What follows belongs to an exercise in optimizing a design on an open flow for a short achievable clock period, few clock cycles per item and low power; a production flow would make more cautious choices.
Where RTL was checked, it was by simulation tests only, not by an equivalence proof against the original.
No activity file was given, so power comes from the tool's default toggle rates.

// cpuTop
module cpuTop (
	input  logic        clk,
	input  logic        rst,
	output logic [31:0] pc,
	output logic        instReqValid,
	input  logic        instReqReady,
	input  logic [31:0] instruction,
	input  logic        instValid,
	output logic        instReady,
	output logic [31:0] memReqAddr,
	output logic [31:0] memReqWdata,
	output logic [3:0]  memReqStrb,
	output logic        memReqWrite,
	output logic        memReqValid,
	input  logic        memReqReady,
	input  logic [31:0] readData,
	input  logic        readValid,
	output logic        readReady,
	output logic        retireWen,
	output logic [4:0]  retireWaddr,
	output logic [31:0] retireWdata,
	output logic [31:0] retirePc,
	output logic        retireValid
);
export LEC_CHECK = 0
export CAP_MARGIN = 20
export CORE_MARGIN = 2
export CORE_UTILIZATION = 40
export CTS_BUF_LIST = sky130_fd_sc_hd__clkbuf_8
export CTS_CLUSTER_SIZE = 24
export SLEW_MARGIN = 20
create_clock -name core_clock -period 11.0 [get_ports {clk}]
standard.sh (not shown) runs the stock make flow with config.mk's settings and CLKGATE_MAP_FILE= SYNTH_SCRIPT=/design/flow/synth_recipe.tcl, a recipe that flattens the netlist after the stock synthesis.
==> flow/flow/run.sh <==
#!/bin/bash
set -euo pipefail
bash standard.sh SETUP_SLACK_MARGIN=7 finish > standard_flow.log 2>&1
Rerun with:
--- a/flow/design.v
+++ b/flow/design.v
@@ -400,28 +400,23 @@
 	logic mDone, mAdv, xAdv, xFree;
 	assign mDone = vM & (mIsLd ? (ldWait & readValid) : mIsSt ? memReqReady : 1'b1);
 	assign mAdv  = ~vM | mDone;
 	assign xAdv  = mAdv;
 	assign xFree = ~vX | xAdv;
 	logic [31:0] wbData;
 	assign wbData = mIsLd ? ldVal : resM;
 	logic [31:0] fwdRs, fwdRt;
-	logic        xHitRs, xHitRt, mHitRs, mHitRt, rHitRs, rHitRt;
-	logic        rv;
-	logic [4:0]  rWaddr;
-	logic [31:0] rWdata;
-	assign rHitRs = rv & (rWaddr == rsA) & (rsA != 5'd0);
-	assign rHitRt = rv & (rWaddr == rtA) & (rtA != 5'd0);
+	logic        xHitRs, xHitRt, mHitRs, mHitRt;
 	assign xHitRs = vX & xWen & (xRd == rsA) & (rsA != 5'd0);
 	assign xHitRt = vX & xWen & (xRd == rtA) & (rtA != 5'd0);
 	assign mHitRs = vM & mWen & (mRd == rsA) & (rsA != 5'd0);
 	assign mHitRt = vM & mWen & (mRd == rtA) & (rtA != 5'd0);
-	assign fwdRs  = xHitRs ? xRes : mHitRs ? wbData : rHitRs ? rWdata : rfRs;
-	assign fwdRt  = xHitRt ? xRes : mHitRt ? wbData : rHitRt ? rWdata : rfRt;
+	assign fwdRs  = xHitRs ? xRes : mHitRs ? wbData : rfRs;
+	assign fwdRt  = xHitRt ? xRes : mHitRt ? wbData : rfRt;
 	logic hazard;
 	assign hazard = (vX & xIsLd & ((xHitRs & dUsesRs) | (xHitRt & dUsesRt)))
 	              | (mIsLd & ~mDone & ((mHitRs & dUsesRs) | (mHitRt & dUsesRt)));
 	assign dAdv   = vD & xFree & ~hazard;
 	logic [31:0] dImm, dB, dAux;
 	logic [29:0] dPcBr, dPcInc, dPcLink;
 	logic        selSt, selLui, selBr;
 	assign dImm   = (op[5:2] == 4'b0011) ? {16'h0, ir[15:0]} : {{16{ir[15]}}, ir[15:0]};
@@ -483,35 +478,31 @@
 		end
 	end
 	logic [31:0] sum, logRes, shRes;
 	logic        cout, lt, ltu, eq;
 	pfxAdd #(.W(32)) addX (.a(xA), .b(xB ^ {32{xSub}}), .cin(xSub), .s(sum), .cout(cout));
 	assign ltu = ~cout;
 	assign lt  = (xA[31] ^ xB[31]) ? xA[31] : sum[31];
 	assign eq  = (xA == xB);
-	logic [31:0] lA, lB, sB;
-	assign lA = xA & {32{xSelLog}};
-	assign lB = xB & {32{xSelLog}};
-	assign sB = xB & {32{xSelSh}};
 	always_comb begin
 		case (xLop)
-			2'b10: logRes = lA & lB;       
-			2'b11: logRes = lA | lB;       
-			2'b00: logRes = lA ^ lB;       
-			default: logRes = ~(lA | lB);  
+			2'b10: logRes = xA & xB;       
+			2'b11: logRes = xA | xB;       
+			2'b00: logRes = xA ^ xB;       
+			default: logRes = ~(xA | xB);  
 		endcase
 	end
 	logic [31:0] shIn, shOut;
 	logic        shLeft;
 	assign shLeft = ~xShOp[1];
 	always_comb begin
-		for (int i = 0; i < 32; i++) shIn[i] = shLeft ? sB[31 - i] : sB[i];
+		for (int i = 0; i < 32; i++) shIn[i] = shLeft ? xB[31 - i] : xB[i];
 	end
-	assign shOut = $signed({xShOp[0] & sB[31], shIn}) >>> xShamt;
+	assign shOut = $signed({xShOp[0] & xB[31], shIn}) >>> xShamt;
 	always_comb begin
 		for (int i = 0; i < 32; i++) shRes[i] = shLeft ? shOut[31 - i] : shOut[i];
 	end
 	assign xRes = ({32{xSelAdd}} & sum)
 	            | ({32{xSelLog}} & logRes)
 	            | {31'h0, (xSelSlt & lt) | (xSelSltu & ltu)}
 	            | ({32{xSelSh}} & shRes)
 	            | ({32{xSelAux}} & xAux);
@@ -589,22 +580,23 @@
 		end
 	end
 	assign memReqAddr  = {resM[31:2], 2'b00};
 	assign memReqWdata = wdM;
 	assign memReqStrb  = strbM;
 	assign memReqWrite = mIsSt;
 	assign memReqValid = mv;
 	always_ff @(posedge clk) begin
-		if (rv & (rWaddr != 5'd0)) begin
-			rf[rWaddr] <= rWdata;
+		if (mDone & mWen & (mRd != 5'd0)) begin
+			rf[mRd] <= wbData;
 		end
 	end
-	logic        rWen;
-	logic [31:0] rPc;
+	logic        rv, rWen;
+	logic [4:0]  rWaddr;
+	logic [31:0] rWdata, rPc;
 	always_ff @(posedge clk) begin
 		if (rst) begin
 			rv <= 1'b0;
 		end else begin
 			rv <= mDone;
 		end
 		rPc    <= pcM;
 		rWen   <= mWen;
The new run completed with no timing, DRC or antenna violations.
Final area shrinks by 2.5%.
Count of clock-buffer cells in the layout fell by 13.
Setup slack gets better by 0.44 ns.
Non-clock buffer count goes down by 102.
Routed wire length shrinks by 5.1%.
Hold slack improves by 0.024 ns.
Synthesized area decreases by 1.1%.
Final cell count went down by 2.9%.
Via count came out lower by 4.5%.
Clock skew rose by 0.012 ns.
Sequential power increases by 6.4%.
Total power went up by 7.8%.
Testbench counts after the change, summed over its fixed seeds: cycles 37,667, instructions 28,386.
No functional check of the RTL was part of the first run of this note.

---

== run A ==
cpuTop, a different RTL version from the one above (not shown whole).
For scale: roughly 6500 cells after synthesis, ~1600 flip-flops, about 250 I/O pins, ~86000 µm² of cells after synthesis.
Design cpuTop, start of the top module:
module cpuTop (
	input  logic        clk,
	input  logic        rst,
	output logic [31:0] pc,
	output logic        instReqValid,
	input  logic        instReqReady,
	input  logic [31:0] instruction,
	input  logic        instValid,
	output logic        instReady,
	output logic [31:0] memReqAddr,
	output logic [31:0] memReqWdata,
	output logic [3:0]  memReqStrb,
	output logic        memReqWrite,
	output logic        memReqValid,
	input  logic        memReqReady,
	input  logic [31:0] readData,
	input  logic        readValid,
	output logic        readReady,
	output logic        retireWen,
	output logic [4:0]  retireWaddr,
	output logic [31:0] retireWdata,
	output logic [31:0] retirePc,
	output logic        retireValid
);
==> module pfxAdd, before the edit <==
module pfxAdd #(
	parameter int W = 32
) (
	input  logic [W-1:0] a,
	input  logic [W-1:0] b,
	input  logic         cin,
	output logic [W-1:0] s,
	output logic         cout
);
	localparam int L = (W > 16) ? 5 : (W > 8) ? 4 : (W > 4) ? 3 : (W > 2) ? 2 : 1;
	logic [W-1:0] p0;
	logic [W-1:0] g [L+1];
	logic [W-1:0] p [L+1];
	assign p0   = a ^ b;
	assign g[0] = (a & b) | {{(W-1){1'b0}}, p0[0] & cin};
	assign p[0] = p0;
	for (genvar l = 0; l < L; l++) begin : lvl
		for (genvar i = 0; i < W; i++) begin : bit_
			if (i >= (1 << l)) begin : op
				assign g[l+1][i] = g[l][i] | (p[l][i] & g[l][i - (1 << l)]);
				assign p[l+1][i] = p[l][i] & p[l][i - (1 << l)];
			end else begin : pass
				assign g[l+1][i] = g[l][i];
				assign p[l+1][i] = p[l][i];
			end
		end
	end
	assign s    = p0 ^ {g[L][W-2:0], cin};
	assign cout = g[L][W-1];
endmodule
==> module pfxInc, before the edit <==
module pfxInc #(
	parameter int W = 30
) (
	input  logic [W-1:0] a,
	output logic [W-1:0] s
);
	localparam int L = (W > 16) ? 5 : (W > 8) ? 4 : (W > 4) ? 3 : (W > 2) ? 2 : 1;
	logic [W-1:0] c [L+1];
	assign c[0] = a;
	for (genvar l = 0; l < L; l++) begin : lvl
		for (genvar i = 0; i < W; i++) begin : bit_
			if (i >= (1 << l)) begin : op
				assign c[l+1][i] = c[l][i] & c[l][i - (1 << l)];
			end else begin : pass
				assign c[l+1][i] = c[l][i];
			end
		end
	end
	assign s = a ^ {c[L][W-2:0], 1'b1};
endmodule
Settings: LEC_CHECK=0, CAP_MARGIN=20, CORE_MARGIN=2, CORE_UTILIZATION=40, SLEW_MARGIN=20; clock period 11.0 ns.
Scripts as last shown in full above: flow/flow/run.sh
Testbench counts of run A, summed over its fixed seeds: cycles 38,437, instructions 28,386.
Setup changes, run A to run B
--- a/flow/design.v
+++ b/flow/design.v
@@ -12,5 +12,5 @@
 	output logic         cout
 );
-	localparam int L = (W > 16) ? 5 : (W > 8) ? 4 : (W > 4) ? 3 : (W > 2) ? 2 : 1;
+	localparam int L = $clog2(W);
 	logic [W-1:0] p0;
 	logic [W-1:0] g [L+1];
@@ -39,5 +39,5 @@
 	output logic [W-1:0] s
 );
-	localparam int L = (W > 16) ? 5 : (W > 8) ? 4 : (W > 4) ? 3 : (W > 2) ? 2 : 1;
+	localparam int L = $clog2(W);
 	logic [W-1:0] c [L+1];
 	assign c[0] = a;
--- outcome ---
Run B has completed all stages; timing, DRC and antenna checks passed. Run B -> run A: worst setup slack delta 0, exact match. From run B to run A, period utilization did not move at all. Changes observed in run B relative to run A: cell area after technology mapping ~0 delta, worst voltage drop across the vdd grid now sits at about the same level, overall die width level, via count stayed essentially flat, maximum buffer depth of the clock tree was more or less identical. Total power essentially unchanged between run B and run A. Comparing run B against run A, there is no change at all in number of enable-type register cells in the synthesized netlist. As far as port buffer count goes, run A and run B are indistinguishable; the numbers are identical.
For run B, only the layout was checked, not whether the RTL still works.

==> separate check: timing with driven ports <==
In the flow no input, the clock included, has a driving cell. The finished layouts below were timed again as built, in two steps.
Step 1 sets driving cells, clkbuf_16 on the clock port and buf_2 on the other inputs (assumed; they add their load-dependent delay and slew).
Step 2 also shifts input and output timing later by t, the mid clock arrival at the registers, as if the neighbouring blocks saw the same clock.
Slacks: ideal / step 1 / step 2; pairs: ideal / step 1.
| run | shift t [ns] | setup slack, ns | worst hold slack (ns) | worst register clock-pin slew, ns | cell pins on the clock port's net |
|---|---|---|---|---|---|
| the first run of note 1 | 1.096 | 6.367 / 6.367 / 5.624 | 0.315 / 0.315 / 0.315 | 0.07 / 0.07 | 1 |
| the second run of note 1 | 1.103 | 6.806 / 6.806 / 5.896 | 0.339 / 0.339 / 0.339 | 0.07 / 0.07 | 1 |
| run A | 0.921 | 6.899 / 6.899 / 6.058 | 0.341 / 0.341 / 0.341 | 0.08 / 0.08 | 1 |
| run B | 0.921 | 6.899 / 6.899 / 6.058 | 0.341 / 0.341 / 0.341 | 0.08 / 0.08 | 1 |
After both steps setup and hold are still met in every run listed. For the second run of note 1, which loses most, drivers alone change the setup slack by 0.000 ns; drivers and shift together by -0.910 ns.
